This design comes from an exercise in tuning for small area, a short achievable clock period and few clock cycles per item on the open sky130 flow, not from production work.
Function was checked by simulation only, so behaviour that the tests miss may differ from the original.
Power is estimated from default activity; no workload was simulated.

==> flow/design.v, too long to show whole: its modules and the start of the top module <==
// module cov_sq_acc: 328 lines
// module cov_sq17_acc: 451 lines
// module covariance_accumulator: 132 lines
module covariance_accumulator
#(
   parameter int DATA_W = 16,
   parameter int LOG2_N = 2
) (
   input  logic              clk,
   input  logic              rst,
   input  logic              start,
   input  logic              in_valid,
   output logic              in_ready,
   input  logic [DATA_W-1:0] x_in,
   input  logic [DATA_W-1:0] y_in,
   output logic              bram_ena,
   output logic              bram_wea,
   output logic [1:0]        bram_addra,
   output logic [31:0]       bram_dina,
   output logic              busy,
   output logic              done
);
  // ...
==> flow/run.sh <==
#!/bin/bash
# synth_recipe.tcl (not shown) runs the flow's synth.tcl, then flattens the netlist and writes it again
# the make line also repeats each setting of config.mk as NAME=value (left out here)
make -C /OpenROAD-flow-scripts/flow DESIGN_CONFIG=/design/flow/config.mk WORK_HOME=/design/flow/orfs CLKGATE_MAP_FILE= SYNTH_SCRIPT=/design/flow/synth_recipe.tcl finish
==> flow/config.mk <==
export PLATFORM = sky130hd
export DESIGN_NAME = covariance_accumulator
export DESIGN_NICKNAME = covariance_accumulator
export VERILOG_FILES = /design/flow/design.v
export SDC_FILE = /design/flow/constraint.sdc
export NUM_CORES = 4
export LEC_CHECK = 0
export CAP_MARGIN = 20
export CORE_MARGIN = 2
export CORE_UTILIZATION = 40
export SETUP_SLACK_MARGIN = 5
export SLEW_MARGIN = 20
==> flow/constraint.sdc <==
create_clock -name core_clock -period 8.5 [get_ports {clk}]
set_input_delay 1.7000 -clock core_clock [delete_from_list [all_inputs] [get_ports {clk}]]
set_output_delay 1.7000 -clock core_clock [all_outputs]
set_load 0.01 [all_outputs]
==> impl_table.tex, run 1 <==
\begin{tabular}{lr}
\hline
Metric & Value \\
\hline
\multicolumn{2}{l}{\textbf{Timing}} \\
\quad Final sum of negative setup slack & 0 ns \\
\quad Setup slack after layout & 5.019 ns \\
\quad Hold Worst Slack & between 0.4 and 0.5 ns \\
\quad Final-report setup violation count & 0 \\
\quad Time the final worst path needs with I/O delays and setup & around 3.5 ns \\
\quad Transition time at the pin with the least slew margin & between 1 and 1.5 ns \\
\multicolumn{2}{l}{\textbf{CTS}} \\
\quad Maximum root-to-sink buffer count & 3 \\
\multicolumn{2}{l}{\textbf{Cells and area}} \\
\quad Number of clock buffers in the layout & between 50 and 60 \\
\quad Signed area change from the synthesized netlist to the final layout & 12.75\% \\
\quad Fraction of cell area in non-clock buffers & 0.03807 \\
\quad Fraction of final layout cells with drive strength greater than 1 & 0.06449 \\
\quad Share of the core filled with cells & 0.4535 \\
\quad Combined area of the multi-input logic cells & 0.01806 mm\^{}2 \\
\quad Multi-input gate share of the layout cell area & 0.6080 \\
\multicolumn{2}{l}{\textbf{Routing}} \\
\quad Total met3 wirelength after detailed routing & 4366 um \\
\quad Number of routed nets with antenna violations & 0 \\
\quad Remaining DRCs & 0 \\
\quad Vias/cell & 5.085 \\
\quad Via count & 18,745 \\
\quad Pre-Repair DR Iteration Count & 6 \\
\multicolumn{2}{l}{\textbf{Logic synthesis}} \\
\quad Synth area leader & sky130\_fd\_sc\_hd\_\_fa\_1 \\
\quad Count of flip-flops with a built-in enable after synthesis & 0 \\
\quad Most instantiated cells after synthesis & sky130\_fd\_sc\_hd\_\_inv\_1 (472), sky130\_fd\_sc\_hd\_\_fa\_1 (432), sky130\_fd\_sc\_hd\_\_nand2\_1 (302) \\
\multicolumn{2}{l}{\textbf{Power}} \\
\quad Design internal power & a little over 7000 uW \\
\quad Reg power frac & 0.222 \\
\multicolumn{2}{l}{\textbf{Hold path}} \\
\quad Path type of the worst min-delay path & register to register \\
\multicolumn{2}{l}{\textbf{Setup path}} \\
\quad Arrival time of data at the critical path endpoint & 3.93 ns \\
\quad Capture point of the critical path & sq[14] \\
\quad R2R Path Start & sxx\_q \\
\quad Critical path peak fanout & 5 \\
\quad Slack of the worst reg-to-reg path & 5.09 ns \\
\quad Type of element capturing the critical path & register \\
\multicolumn{2}{l}{\textbf{Global routing}} \\
\quad Combined global-route utilization of all metal layers & 0.2143 \\
\multicolumn{2}{l}{\textbf{Status}} \\
\quad Result of the run & timing/DRC/antenna clean \\
\multicolumn{2}{l}{\textbf{Place}} \\
\quad Cell area reported after detailed placement & 0.02782 mm\^{}2 \\
\hline
\end{tabular}
Testbench counts, summed over its fixed seeds: cycles 5,128, windows 512.
==> inputs of run 2 (changes only) <==
==> flow/flow/run.sh (new file) <==
#!/bin/bash
set -euo pipefail
bash standard.sh SETUP_SLACK_MARGIN=5.4 finish > flow_make.log 2>&1
==> flow/standard.sh (new file) <==
#!/bin/bash
# synth_recipe.tcl (not shown) runs the flow's synth.tcl, then flattens the netlist and writes it again
# the make line also repeats each setting of config.mk as NAME=value (left out here)
make -C /OpenROAD-flow-scripts/flow DESIGN_CONFIG=/design/flow/config.mk WORK_HOME=/design/flow/orfs CLKGATE_MAP_FILE= SYNTH_SCRIPT=/design/flow/synth_recipe.tcl "${@:-finish}"
removed: flow/run.sh
==> impl_table.tex, run 2 <==
\begin{tabular}{lr}
\hline
Metric & Value \\
\hline
\multicolumn{2}{l}{\textbf{Floorplan}} \\
\quad Effective utilization at floorplan & 0.4022 \\
\quad Core Footprint & 0.06551 mm\^{}2 \\
\quad Die Footprint & 0.06794 mm\^{}2 \\
\quad Die Wd & 260.7 um \\
\quad Height of the die & 260.7 um \\
\quad Cell Rows & 94 \\
\quad Io pins & 75 \\
\multicolumn{2}{l}{\textbf{Global routing}} \\
\quad Global-route layer with the greatest usage & met2 \\
\quad GR Overflow Total & 0 \\
\quad Combined global-route utilization of all metal layers & 0.2239 (+0.009568) \\
\quad Largest net degree at the start of global routing & 89 \\
\quad Global-route met3 utilization & 0.04060 \\
\quad Wire length of the first global-routing pass & 117,800 um \\
\quad Vias in the first global route & between 20,000 and 25,000 \\
\quad Initial antenna violation count & 0 \\
\quad Routing usage on met2 & 0.3654 \\
\quad Global Route met1 Usage & 0.3005 \\
\multicolumn{2}{l}{\textbf{Cells and area}} \\
\quad Layout Cell Area excl Fill & 0.03264 mm\^{}2 \\
\quad Top library cells by usage in the layout, fill and taps aside & sky130\_fd\_sc\_hd\_\_inv\_1 (452), sky130\_fd\_sc\_hd\_\_fa\_1 (347), sky130\_fd\_sc\_hd\_\_nand2\_1 (271), sky130\_fd\_sc\_hd\_\_dfxtp\_1 (249), sky130\_fd\_sc\_hd\_\_and2\_1 (185) \\
\quad Fraction of final layout cells with drive strength greater than 1 & 0.2075 (+0.1430) \\
\quad Commonest non-fill, non-tap cell in the layout & sky130\_fd\_sc\_hd\_\_inv\_1 \\
\quad NumNets Final & 3,526 \\
\quad \# fillers & 5,848 \\
\quad Share of the core filled with cells & 0.4983 (+0.04475) \\
\quad Signed area change from the synthesized netlist to the final layout & 23.88\% \\
\quad Final cell count without fillers & $\sim$3,800 \\
\multicolumn{2}{l}{\textbf{Job}} \\
\quad Max\_cap viols & 0 \\
\multicolumn{2}{l}{\textbf{Routing}} \\
\quad Remaining DRCs & 0 (unchanged) \\
\quad Pre-Repair DR Iteration Count & 6 (unchanged) \\
\quad DRC violation total after the first TritonRoute iteration & between 1,000 and 1,500 \\
\quad Number of routed nets with antenna violations & 0 (unchanged) \\
\quad Vias/cell & 5.157 (+1.4\%) \\
\quad Final wirelength & 77,620 um \\
\quad Via count & 19,673 (+5.0\%) \\
\quad Post-detailed-route wirelength per cell & 20.35 um \\
\multicolumn{2}{l}{\textbf{Setup path}} \\
\quad Arrival time of data at the critical path endpoint & 3.85 ns (-0.08 ns) \\
\quad Slack of the worst reg-to-reg path & 5.15 ns (+0.06 ns) \\
\quad R2R Path Start & sxx\_q \\
\quad Logic depth of the worst register-to-register path & 11 \\
\quad Type of element launching the critical path & register \\
\quad Type of element capturing the critical path & register \\
\quad Endpoint of the lowest-slack register-to-register path & c\_c[25] \\
\quad Setup CP Type & register to register \\
\quad Required time at the endpoint of the critical path & about 9.0 ns \\
\quad Critical path peak fanout & 5 (unchanged) \\
\multicolumn{2}{l}{\textbf{Hold path}} \\
\quad Endpoint of the worst hold path & addr\_q[0] \\
\quad Cell depth of the worst hold path & 2 \\
\quad Startpoint of the worst hold path & addr\_q[0] \\
\quad Path type of the worst min-delay path & register to register \\
\multicolumn{2}{l}{\textbf{Logic synthesis}} \\
\quad Gate Count Post-Synth & 2,778 \\
\quad Count of flip-flops with a built-in enable after synthesis & 0 (unchanged) \\
\quad Async set-or-reset flop fraction in the synthesized netlist & 0.03607 \\
\quad Main combinational cell family by area after synthesis & adder cells \\
\quad Xor and xnor area share after synthesis & 0.02659 \\
\quad Multiplexer area fraction after synthesis & 0.0003799 \\
\quad Most instantiated cells after synthesis & sky130\_fd\_sc\_hd\_\_inv\_1 (472), sky130\_fd\_sc\_hd\_\_fa\_1 (432), sky130\_fd\_sc\_hd\_\_nand2\_1 (302) \\
\quad Simple-gate share of the synthesized area & 0.1734 \\
\quad Count leader, synth & sky130\_fd\_sc\_hd\_\_inv\_1 \\
\quad Mean cell area of the mapped netlist & 9.485 um\^{}2 \\
\quad Syn Nets & 3,382 \\
\quad Post-synthesis cell type count & 68 \\
\quad Commonest register cell after synthesis & sky130\_fd\_sc\_hd\_\_dfxtp\_1 \\
\quad \#FFs+latches synth & 305 \\
\quad Synth area leader & sky130\_fd\_sc\_hd\_\_fa\_1 \\
\quad Count of yosys warnings during synthesis & 1 \\
\quad Synth top area cells & sky130\_fd\_sc\_hd\_\_fa\_1 (33\%), sky130\_fd\_sc\_hd\_\_dfxtp\_1 (22\%), sky130\_fd\_sc\_hd\_\_inv\_1 (6.7\%) \\
\quad Area share of fa/ha/maj cells after synthesis & 0.3928 \\
\quad Area fraction in compound gates after synthesis & 0.08561 \\
\quad Synthesized cell area & 0.02635 mm\^{}2 \\
\quad Sequential-to-total area share from yosys stat & 0.2338 \\
\quad Top cell type's share of synthesized area & 0.3282 \\
\multicolumn{2}{l}{\textbf{Power}} \\
\quad Worst VDD drop & $\sim$0.22 mV \\
\quad Proportion of power drawn by the clock network & 0.116 \\
\quad Power share of the combinational group & 0.685 \\
\quad Design internal power & 8049 uW (+14\%) \\
\quad Power spent charging and discharging nets & 7156 uW \\
\quad Areal power density over the cells & $\sim$470 mW/mm\^{}2 \\
\quad Proportion of total power due to net switching & 0.4706 \\
\quad Post-layout total power & 15,200 uW \\
\quad Reg power frac & 0.199 (-0.023) \\
\quad Static leakage & 0.01445 uW \\
\multicolumn{2}{l}{\textbf{Timing}} \\
\quad Share of the cycle needed by the critical path after routing & 0.3935 \\
\quad Final-report setup violation count & 0 (unchanged) \\
\quad Slew Viols, Final & 0 \\
\quad Worst rel slew slack & 0.5568 \\
\quad Number of failing hold endpoints at the final stage & 0 \\
\quad RSZ-0062 raised after global routing & yes \\
\quad Transition time at the pin with the least slew margin & 0.6648 ns (-0.4268 ns) \\
\quad Time the final worst path needs with I/O delays and setup & 3.345 ns (-0.1361 ns) \\
\quad Fmax & 0.2989 GHz \\
\quad Final sum of negative setup slack & 0 ns (unchanged) \\
\quad Final worst clock skew & 0.02365 ns \\
\multicolumn{2}{l}{\textbf{CTS}} \\
\quad Clock Latency Late Sink & approximately 0.56 ns \\
\quad Maximum root-to-sink buffer count & 3 (unchanged) \\
\quad Number of CTS-inserted buffers & 39 \\
\quad Clock tree from TritonCTS & built \\
\quad Clock-pin transition on the worst setup and hold timing paths & 0.06 ns \\
\quad Number of clock sinks & 305 \\
\quad Number of H-tree levels & 2 \\
\quad Master cell of the clock root buffer & sky130\_fd\_sc\_hd\_\_clkbuf\_16 \\
\multicolumn{2}{l}{\textbf{Place}} \\
\quad Cell count after placement & 3,594 \\
\quad Post-detailed-placement half-perimeter wirelength & 51,990 um \\
\quad Port buffer count & 74 \\
\quad GP Congestion & 0.8364 \\
\quad Cell area reported after detailed placement & 0.02794 mm\^{}2 (+0.43\%) \\
\multicolumn{2}{l}{\textbf{Status}} \\
\quad Result of the run & timing/DRC/antenna clean \\
\hline
\end{tabular}
run 2: cell counts after synthesis:
No cell type changed its count.
run 2: critical path, cell delays in order (launching register included):
cell and delay (ns):
sky130_fd_sc_hd__dfxtp_4 0.46, sky130_fd_sc_hd__buf_6 0.14, sky130_fd_sc_hd__buf_12 0.12, sky130_fd_sc_hd__buf_16 0.18, sky130_fd_sc_hd__clkinv_16 0.08, sky130_fd_sc_hd__buf_12 0.15
sky130_fd_sc_hd__a2bb2oi_2 0.16, sky130_fd_sc_hd__fa_1 0.44, sky130_fd_sc_hd__fa_2 0.43, sky130_fd_sc_hd__fa_2 0.55, sky130_fd_sc_hd__inv_2 0.04, sky130_fd_sc_hd__fa_2 0.50
run 2: worst max-delay path by stage:
stage                   end      from  cells after the start  slack (ns)
global placement     sq[15]  in_valid                     12        3.63
detailed placement   sq[15]  in_valid                     12        3.59
floorplan            sq[15]  in_valid                     11        4.85
global route        c_c[19]    sq[15]                     12        5.08
finish              c_c[25]     sxx_q                     11        5.15
CTS                 c_c[21]     sxx_q                      8        5.21
run 2: power by group through the flow:
stage / sequential (uW) / clock [uW] / combinational [uW]
global placement: 3040 / 0 / 8160
floorplan: 2620 / 0 / 6530
CTS: 3000 / 1790 / 9050
global route: 3070 / 1850 / 11900
detailed placement: 3050 / 0 / 8510
finish: 3030 / 1760 / 10400
run 2: timing repair:
item | 4_1_cts | 5_1_grt
setup endpoints to repair | 204 | 101
gates resized for setup | 277 | 305
hold buffers | 0 | 0
pin swaps | 49 | 116
setup buffers | 46 | 88
cloned | 8 | 9
run 2: layout make-up:
cell class	count	area [um^2]	share of cell area
clock inverter	17	226.5	0.006938
antenna	1	2.502	0.00007666
multi-input combinational	1865	19490	0.5972
inverter	473	1792	0.05489
tap	864	1081	0.03312
clock buffer	52	1106	0.03388
timing repair buffer	233	2502	0.07666
timing repair inverter	5	131.4	0.004025
sequential	305	6306	0.1932
run 2: routing by layer:
metal | part of all wire | routed length (um)
met1 | 0.43 | 33370
met2 | 0.47 | 36380
met3 | 0.066 | 5116
met4 | 0.035 | 2748
met5 | 0 | 0
run 2: stage by stage:
stage,hold slack [ns],setup slack (ns)
floorplan,0.4524,4.847
global placement,0.4737,3.631
detailed placement,0.4806,3.594
CTS,0.4891,5.209
global route,0.4966,5.082
finish,0.4891,5.155
run 2: cell families (layout without fill, tap and decap cells):
group	count (synthesis)	count (layout)
adder cells (fa/ha/maj)	568	568
AND/OR/NAND/NOR	885	885
AO/OA/AOI/OAI	331	331
flip-flops	305	305
XOR/XNOR	80	80
multiplexers	1	1
buffers and inverters	608	780
other	0	1

[static timing again, ports no longer ideal]
Ports are ideal in the flow. The routed layouts listed here were re-timed in OpenROAD.
Step 1 sets driving cells, clkbuf_16 on the clock port and buf_2 on the other inputs (assumed; they add their load-dependent delay and slew).
Step 2, shift: input delay + t, output delay - t, t = (earliest + latest rising clock arrival at the registers) / 2. This alone moves slack from input paths to output paths.
Slacks: ideal / step 1 / step 2; pairs: ideal / step 1.
| run | t, ns | setup slack, ns | worst register clock-pin slew, ns | cell pins on the clock port's net |
|---|---|---|---|---|
| run 1 | 0.629 | 5.019 / 5.037 / 4.428 | 0.06 / 0.06 | 1 |
| run 2 | 0.611 | 5.155 / 5.084 / 4.473 | 0.07 / 0.07 | 1 |
After both steps setup and hold are still met in every run listed. For run 2, which loses most, drivers alone change the setup slack by -0.071 ns; drivers and shift together by -0.682 ns.
